This is an optimization exercise on Yosys and OpenROAD, whose aim is small area, not a production implementation. RTL that was checked went through simulation tests only; none was proved equivalent to the original.

==> 01-09: inputs <==
==> flow/design.v <==
module acw_gate (
	input  logic        clk,
	input  logic        rst_n,
	input  logic        host_a_valid,
	input  logic [2:0]  host_a_opcode,
	input  logic [31:0] host_a_address,
	input  logic [31:0] host_a_data,
	input  logic [7:0]  host_a_source,
	input  logic [1:0]  host_a_size,
	input  logic [3:0]  host_a_mask,
	input  logic        host_d_ready,
	output logic        host_d_valid,
	output logic [2:0]  host_d_opcode,
	output logic [31:0] host_d_data,
	output logic [7:0]  host_d_source,
	output logic        host_d_error,
	output logic        host_a_ready,
	output logic        dev_a_valid,
	output logic [2:0]  dev_a_opcode,
	output logic [31:0] dev_a_address,
	output logic [31:0] dev_a_data,
	output logic [7:0]  dev_a_source,
	output logic [1:0]  dev_a_size,
	output logic [3:0]  dev_a_mask,
	output logic        dev_d_ready,
	input  logic        dev_d_valid,
	input  logic [2:0]  dev_d_opcode,
	input  logic [31:0] dev_d_data,
	input  logic [7:0]  dev_d_source,
	input  logic        dev_d_error,
	input  logic        dev_a_ready,
	input  logic        cpu_a_valid,
	input  logic [2:0]  cpu_a_opcode,
	input  logic [31:0] cpu_a_address,
	input  logic [31:0] cpu_a_data,
	input  logic [7:0]  cpu_a_source,
	input  logic [1:0]  cpu_a_size,
	input  logic [3:0]  cpu_a_mask,
	input  logic        cpu_d_ready,
	output logic        cpu_d_valid,
	output logic [2:0]  cpu_d_opcode,
	output logic [31:0] cpu_d_data,
	output logic [7:0]  cpu_d_source,
	output logic        cpu_d_error,
	output logic        cpu_a_ready,
	output logic        irq
);
	logic        rsp_valid_q;
	logic        rsp_op_q;
	logic [31:0] rsp_data_q;
	logic [7:0]  rsp_src_q;
	logic        rsp_err_q;
	logic [7:0] ofs;
	logic accept, is_put, is_get, in_map, is_rd, is_wr, ok, wr_ok;
	assign accept = cpu_a_valid && !rsp_valid_q;
	assign ofs = cpu_a_address[9:2];
	assign is_put = (cpu_a_opcode == 3'd0) || (cpu_a_opcode == 3'd1);
	assign is_get = cpu_a_opcode == 3'd4;
	assign in_map = ofs < 8'd17;
	assign is_rd = in_map && (ofs != 8'd0) && (ofs != 8'd6);
	assign is_wr = in_map && ((ofs == 8'd0) || (ofs >= 8'd4));
	assign ok = (cpu_a_size == 2'd2) && (&cpu_a_mask) && (cpu_a_address[31:10] == 22'd0) &&
		((is_put && is_wr) || (is_get && is_rd));
	assign wr_ok = accept && ok && is_put;
	logic [31:0] cfg_q [0:1];
	logic [29:0] bnd_q [0:7];
	logic [9:0]  tv_q;
	logic [9:0]  we;
	always_comb begin
		for (int k = 0; k < 10; k++)
			we[k] = wr_ok && (ofs == 8'(k + 7));
	end
	always_ff @(posedge clk) begin
		for (int k = 0; k < 2; k++)
			if (we[k]) cfg_q[k] <= cpu_a_data;
		for (int k = 0; k < 8; k++)
			if (we[k + 2]) bnd_q[k] <= cpu_a_data[29:0];
	end
	always_ff @(posedge clk, negedge rst_n) begin
		if (!rst_n) tv_q <= '0;
		else tv_q <= tv_q | we;
	end
	logic [29:0] ra;
	logic [7:0] lt;
	logic [7:0] tor, pr, pw;
	logic [7:0] match;
	logic allow;
	assign ra = host_a_address[31:2];
	function automatic logic less(input logic [29:0] a, input logic [29:0] b);
		logic c;
		c = 1'b0;
		for (int i = 0; i < 30; i++)
			c = (!a[i] && b[i]) || ((!a[i] || b[i]) && c);
		less = c;
	endfunction
	always_comb begin
		for (int i = 0; i < 8; i++) begin
			lt[i] = tv_q[i + 2] && less(ra, bnd_q[i]);
			tor[i] = tv_q[i / 4] && (cfg_q[i / 4][(i % 4) * 8 + 3 +: 2] == 2'd1);
			pr[i] = cfg_q[i / 4][(i % 4) * 8];
			pw[i] = cfg_q[i / 4][(i % 4) * 8 + 1];
		end
		match[0] = tor[0] && lt[0];
		for (int i = 1; i < 8; i++)
			match[i] = tor[i] && lt[i] && !lt[i - 1];
	end
	logic hit, sr, sw;
	always_comb begin
		hit = 1'b0;
		sr = 1'b0;
		sw = 1'b0;
		for (int i = 7; i >= 0; i--) begin
			if (match[i]) begin
				hit = 1'b1;
				sr = pr[i];
				sw = pw[i];
			end
		end
		case (host_a_opcode)
			3'd4: allow = hit && sr;
			3'd0, 3'd1: allow = hit && sw;
			default: allow = 1'b0;
		endcase
	end
	logic [1:0]  st_q;
	logic        deny_q;
	logic        rec_v_q;
	logic [31:0] rec_addr_q;
	logic [2:0]  rec_op_q;
	logic [7:0]  rec_src_q;
	logic        idle, pend, denied, go_idle;
	assign idle = st_q == 2'd0;
	assign pend = st_q == 2'd1 || st_q == 2'd2;
	assign denied = idle && host_a_valid && !allow;
	assign go_idle = wr_ok && (ofs == 8'd0);
	always_ff @(posedge clk, negedge rst_n) begin
		if (!rst_n) begin
			st_q <= 2'd0;
			deny_q <= 1'b0;
			rec_v_q <= 1'b0;
		end else begin
			deny_q <= denied;
			if (denied) rec_v_q <= 1'b1;
			case (st_q)
				2'd0: if (denied) st_q <= 2'd1;
				2'd1: begin
					if (go_idle) st_q <= host_d_ready ? 2'd0 : 2'd2;
					else if (host_d_ready) st_q <= 2'd3;
				end
				2'd2: if (host_d_ready) st_q <= 2'd0;
				default: if (go_idle) st_q <= 2'd0;
			endcase
		end
	end
	always_ff @(posedge clk) begin
		if (denied) begin
			rec_addr_q <= host_a_address;
			rec_op_q <= host_a_opcode;
			rec_src_q <= host_a_source;
		end
	end
	assign dev_a_valid = idle && host_a_valid && allow;
	assign dev_a_opcode = host_a_opcode;
	assign dev_a_address = host_a_address;
	assign dev_a_data = host_a_data;
	assign dev_a_source = host_a_source;
	assign dev_a_size = host_a_size;
	assign dev_a_mask = host_a_mask;
	assign dev_d_ready = host_d_ready && !pend;
	assign host_d_valid = pend || dev_d_valid;
	assign host_d_opcode = pend ? {2'b00, rec_op_q == 3'd4} : dev_d_opcode;
	assign host_d_data = pend ? 32'd0 : dev_d_data;
	assign host_d_source = pend ? rec_src_q : dev_d_source;
	assign host_d_error = pend || dev_d_error;
	assign host_a_ready = idle && dev_a_ready && allow;
	logic intr_state_q, intr_en_q;
	logic [31:0] rdata;
	logic rd_go;
	logic [16:1] rs;
	assign rd_go = accept && ok && is_get;
	always_comb begin
		for (int k = 1; k <= 16; k++)
			rs[k] = rd_go && (ofs == 8'(k));
		rs[1] = rs[1] && rec_v_q;
		rs[2] = rs[2] && rec_v_q;
		for (int k = 0; k < 10; k++)
			rs[k + 7] = rs[k + 7] && tv_q[k];
	end
	always_comb begin
		rdata = ({32{rs[1]}} & rec_addr_q) | ({32{rs[2]}} & {29'd0, rec_op_q}) |
			({32{rs[3]}} & {30'd0, st_q}) | ({32{rs[4]}} & {31'd0, intr_state_q}) |
			({32{rs[5]}} & {31'd0, intr_en_q}) | ({32{rs[7]}} & cfg_q[0]) |
			({32{rs[8]}} & cfg_q[1]);
		for (int k = 0; k < 8; k++)
			rdata = rdata | ({32{rs[k + 9]}} & {2'b00, bnd_q[k]});
	end
	always_ff @(posedge clk, negedge rst_n) begin
		if (!rst_n) begin
			rsp_valid_q <= 1'b0;
			rsp_op_q <= 1'b0;
			rsp_data_q <= '0;
			rsp_src_q <= '0;
			rsp_err_q <= 1'b0;
		end else if (accept) begin
			rsp_valid_q <= 1'b1;
			rsp_op_q <= is_get || !ok;
			rsp_data_q <= rdata;
			rsp_src_q <= cpu_a_source;
			rsp_err_q <= !ok;
		end else if (cpu_d_ready) begin
			rsp_valid_q <= 1'b0;
		end
	end
	always_ff @(posedge clk, negedge rst_n) begin
		if (!rst_n) begin
			intr_state_q <= 1'b0;
			intr_en_q <= 1'b0;
		end else begin
			if (deny_q || (wr_ok && (ofs == 8'd6) && cpu_a_data[0]))
				intr_state_q <= 1'b1;
			else if (wr_ok && (ofs == 8'd4))
				intr_state_q <= 1'b0;
			if (wr_ok && (ofs == 8'd5))
				intr_en_q <= cpu_a_data[0];
		end
	end
	assign cpu_d_valid = rsp_valid_q;
	assign cpu_d_opcode = {2'b00, rsp_op_q};
	assign cpu_d_data = rsp_data_q;
	assign cpu_d_source = rsp_src_q;
	assign cpu_d_error = rsp_err_q;
	assign cpu_a_ready = !rsp_valid_q;
	assign irq = intr_state_q && intr_en_q;
endmodule
==> flow/flow/run.sh <==
#!/bin/bash
# Standard ORFS layout with two changes: the port buffers are the smallest buffer cell, and the
# buffers that synthesis leaves are removed at floorplan (repair re-buffers where needed).
set -euo pipefail
cat >> config.mk <<'EOC'
export BUFFER_PORTS_ARGS = -buffer_cell sky130_fd_sc_hd__buf_1
export REMOVE_ABC_BUFFERS = 1
EOC
bash standard.sh finish > standard_flow.log 2>&1
==> flow/standard.sh <==
#!/bin/bash
# synth_recipe.tcl (not shown) runs the flow's synth.tcl, then flattens the netlist and writes it again
# the make line also repeats each setting of config.mk as NAME=value (left out here)
make -C /OpenROAD-flow-scripts/flow DESIGN_CONFIG=/design/flow/config.mk WORK_HOME=/design/flow/orfs CLKGATE_MAP_FILE= SYNTH_SCRIPT=/design/flow/synth_recipe.tcl "${@:-finish}"
==> flow/config.mk <==
export PLATFORM = sky130hd
export DESIGN_NAME = acw_gate
export DESIGN_NICKNAME = acw_gate
export VERILOG_FILES = /design/flow/design.v
export SDC_FILE = /design/flow/constraint.sdc
export NUM_CORES = 4
export LEC_CHECK = 0
export CAP_MARGIN = 20
export CORE_MARGIN = 2
export CORE_UTILIZATION = 40
export CTS_BUF_LIST = sky130_fd_sc_hd__clkbuf_4
export SETUP_SLACK_MARGIN = 0
export SLEW_MARGIN = 20
export BUFFER_PORTS_ARGS = -buffer_cell sky130_fd_sc_hd__buf_1
export REMOVE_ABC_BUFFERS = 1
==> flow/constraint.sdc <==
create_clock -name core_clock -period 6.0 [get_ports {clk}]
set_input_delay 1.2000 -clock core_clock [delete_from_list [all_inputs] [get_ports {clk}]]
set_output_delay 1.2000 -clock core_clock [all_outputs]
set_load 0.01 [all_outputs]
==> 11-13 (differences from 01-09) <==
--- a/flow/design.v
+++ b/flow/design.v
@@ -1 +1,45 @@
+module acw_region_check (
+	input  logic [29:0]  ra,
+	input  logic [2:0]   opcode,
+	input  logic [239:0] bnd,
+	input  logic [7:0]   bnd_v,
+	input  logic [7:0]   tor,
+	input  logic [7:0]   pr,
+	input  logic [7:0]   pw,
+	output logic         allow
+);
+	logic [7:0] lt, match;
+	logic hit, sr, sw;
+	function automatic logic less(input logic [29:0] a, input logic [29:0] b);
+		logic c;
+		c = 1'b0;
+		for (int i = 0; i < 30; i++)
+			c = (!a[i] && b[i]) || ((!a[i] || b[i]) && c);
+		less = c;
+	endfunction
+	always_comb begin
+		for (int i = 0; i < 8; i++)
+			lt[i] = bnd_v[i] && less(ra, bnd[i * 30 +: 30]);
+		match[0] = tor[0] && lt[0];
+		for (int i = 1; i < 8; i++)
+			match[i] = tor[i] && lt[i] && !lt[i - 1];
+	end
+	always_comb begin
+		hit = 1'b0;
+		sr = 1'b0;
+		sw = 1'b0;
+		for (int i = 7; i >= 0; i--) begin
+			if (match[i]) begin
+				hit = 1'b1;
+				sr = pr[i];
+				sw = pw[i];
+			end
+		end
+		case (opcode)
+			3'd4: allow = hit && sr;
+			3'd0, 3'd1: allow = hit && sw;
+			default: allow = 1'b0;
+		endcase
+	end
+endmodule
 module acw_gate (
@@ -82,18 +126,6 @@
 	end
-	logic [29:0] ra;
-	logic [7:0] lt;
 	logic [7:0] tor, pr, pw;
-	logic [7:0] match;
 	logic allow;
-	assign ra = host_a_address[31:2];
-	function automatic logic less(input logic [29:0] a, input logic [29:0] b);
-		logic c;
-		c = 1'b0;
-		for (int i = 0; i < 30; i++)
-			c = (!a[i] && b[i]) || ((!a[i] || b[i]) && c);
-		less = c;
-	endfunction
 	always_comb begin
 		for (int i = 0; i < 8; i++) begin
-			lt[i] = tv_q[i + 2] && less(ra, bnd_q[i]);
 			tor[i] = tv_q[i / 4] && (cfg_q[i / 4][(i % 4) * 8 + 3 +: 2] == 2'd1);
@@ -102,24 +134,13 @@
 		end
-		match[0] = tor[0] && lt[0];
-		for (int i = 1; i < 8; i++)
-			match[i] = tor[i] && lt[i] && !lt[i - 1];
-	end
-	logic hit, sr, sw;
-	always_comb begin
-		hit = 1'b0;
-		sr = 1'b0;
-		sw = 1'b0;
-		for (int i = 7; i >= 0; i--) begin
-			if (match[i]) begin
-				hit = 1'b1;
-				sr = pr[i];
-				sw = pw[i];
-			end
-		end
-		case (host_a_opcode)
-			3'd4: allow = hit && sr;
-			3'd0, 3'd1: allow = hit && sw;
-			default: allow = 1'b0;
-		endcase
-	end
+	end
+	acw_region_check u_check (
+		.ra(host_a_address[31:2]),
+		.opcode(host_a_opcode),
+		.bnd({bnd_q[7], bnd_q[6], bnd_q[5], bnd_q[4], bnd_q[3], bnd_q[2], bnd_q[1], bnd_q[0]}),
+		.bnd_v(tv_q[9:2]),
+		.tor(tor),
+		.pr(pr),
+		.pw(pw),
+		.allow(allow)
+	);
 	logic [1:0]  st_q;
==> flow/flow/run.sh (replaced) <==
#!/bin/bash
# ORFS layout with these changes:
#  - synthesis is the standard synthesis script, except that the region check module is
#    mapped by abc on its own for speed and the rest of the design for area, then flattened
#  - port buffers use the smallest buffer cell (repair upsizes where timing needs it)
#  - buffers left by synthesis are removed at floorplan (repair re-buffers where needed)
#  - clock tree synthesis without dummy loads, with larger sink clusters
#  - after synthesis, repair may use only the two smallest plain buffer cells
set -euo pipefail
W=$PWD
rm -rf "$W/scripts_synth"
cp -r "$FLOW_HOME/scripts" "$W/scripts_synth"
cp flow/abc_check.script flow/abc_top.script "$W/scripts_synth/"
python3 flow/patch_synth.py "$W/scripts_synth/synth.tcl"
cat >> config.mk <<'EOC'
export BUFFER_PORTS_ARGS = -buffer_cell sky130_fd_sc_hd__buf_1
export REMOVE_ABC_BUFFERS = 1
export CTS_ARGS = -sink_clustering_enable -repair_clock_nets -dont_use_dummy_load -buf_list sky130_fd_sc_hd__clkbuf_8 -sink_clustering_size 16 -sink_clustering_max_diameter 60
EOC
bash standard.sh SCRIPTS_DIR="$W/scripts_synth" synth > synth_flow.log 2>&1
cat >> config.mk <<'EOC'
export DONT_USE_CELLS += sky130_fd_sc_hd__buf_4 sky130_fd_sc_hd__buf_6 sky130_fd_sc_hd__buf_8 sky130_fd_sc_hd__buf_12 sky130_fd_sc_hd__buf_16 sky130_fd_sc_hd__bufbuf_8 sky130_fd_sc_hd__bufbuf_16
EOC
bash standard.sh finish > standard_flow.log 2>&1
==> flow/flow/abc_check.script (new file) <==
&get -n
&st
&dch
&nf
&st
&syn2
&if -g -K 6
&synch2
&nf
&st
&syn2
&if -g -K 6
&synch2
&nf -R 10
&put
==> flow/flow/abc_top.script (new file) <==
strash
&get -n
&st
&dch -f
&nf -R 1000 -a
&put
==> flow/flow/patch_synth.py (new file) <==
# Patch a copy of ORFS's synth.tcl: keep the region check module apart until mapping, map it
# for speed (abc_check.script) and the rest of the design for area (abc_top.script).
import sys
p = sys.argv[1]
s = open(p).read()
old = """  synth -flatten -run :fine {*}$synth_full_args"""
new = """  setattr -mod -set keep_hierarchy 1 acw_region_check
  synth -flatten -run :fine {*}$synth_full_args"""
assert s.count(old) == 1
s = s.replace(old, new)
old = """  log_cmd abc {*}$abc_args
} else {"""
new = """  log_cmd abc {*}[lreplace $abc_args 1 1 $::env(SCRIPTS_DIR)/abc_check.script] acw_region_check
  log_cmd abc {*}[lreplace $abc_args 1 1 $::env(SCRIPTS_DIR)/abc_top.script] $::env(DESIGN_NAME)
} else {"""
assert s.count(old) == 1
s = s.replace(old, new)
open(p, "w").write(s)
--- a/flow/config.mk
+++ b/flow/config.mk
@@ -10,3 +10,5 @@
 export CORE_UTILIZATION = 40
-export CTS_BUF_LIST = sky130_fd_sc_hd__clkbuf_4
+export CTS_BUF_LIST = sky130_fd_sc_hd__clkbuf_8
+export CTS_CLUSTER_DIAMETER = 100
+export CTS_CLUSTER_SIZE = 30
 export SETUP_SLACK_MARGIN = 0
@@ -15 +17,3 @@
 export REMOVE_ABC_BUFFERS = 1
+export CTS_ARGS = -sink_clustering_enable -repair_clock_nets -dont_use_dummy_load -buf_list sky130_fd_sc_hd__clkbuf_8 -sink_clustering_size 16 -sink_clustering_max_diameter 60
+export DONT_USE_CELLS += sky130_fd_sc_hd__buf_4 sky130_fd_sc_hd__buf_6 sky130_fd_sc_hd__buf_8 sky130_fd_sc_hd__buf_12 sky130_fd_sc_hd__buf_16 sky130_fd_sc_hd__bufbuf_8 sky130_fd_sc_hd__bufbuf_16
==> impl.org <==
** Outcome
- The flow ran to the end, but the layout failed its checks.
- SO Viols :: negative setup slack

** Synth
- Sequential element share of the synthesized area :: 0.610
- Adder-cell area share of the yosys netlist :: 0.0348
- Post-synthesis share of cell area spent on xor and xnor gates :: 0

** STA
- Max Clock Skew :: slightly below 60 ps
- Number of setup violations in the final report :: 2
- In the post-route analysis, the smallest setup slack over all paths is -95.3 ps.

** Global routing
- The number of global-route vias before repair is between 15000 and 20000.

** Drt
- After detailed routing, the total wire length is 71.4 mm.
The numbers above come from 11-13.

==> impl.org <==
** Synth
- The share of the Yosys chip area taken by registers is 0.596.
- Adder-cell area share of the yosys netlist :: 0.0254
- Of the total synthesized cell area, the portion taken by XOR and XNOR cells is 0.000439.

** STA
- Setup violations remaining at the end of the flow were counted as 0.
- Minimum setup slack in the final design :: roughly 220 ps
- Max Clock Skew :: between 60 and 70 ps

** Outcome
- Status :: complete, no violations

** Global routing
- Number of global-route vias before repair :: 16800

** Job
- Max-cap violations in this run came to 0.
The numbers above come from 01-09.

For 11-13, only the layout was checked, not whether the RTL still works.

separate check: timing with driven ports:
Ports are ideal in the flow. The routed layouts listed here were re-timed in OpenROAD.
Step 1 assumes that a clkbuf_16 drives the clock port and a buf_2 every other input.
Step 2, shift: input delay + t, output delay - t, t = (earliest + latest rising clock arrival at the registers) / 2. This alone moves slack from input paths to output paths.
Three values: ideal, step 1, step 2; two values: the first two.
run	t, ns	slack for setup (ns)	hold WS [ns]
01-09	0.900	0.221 / 0.200 / 0.200	0.434 / 0.434 / 0.434
11-13	0.672	-0.095 / -0.114 / -0.114	0.455 / 0.455 / 0.455
For 01-09, which loses most, drivers alone change the setup slack by -0.021 ns; drivers and shift together by -0.021 ns.
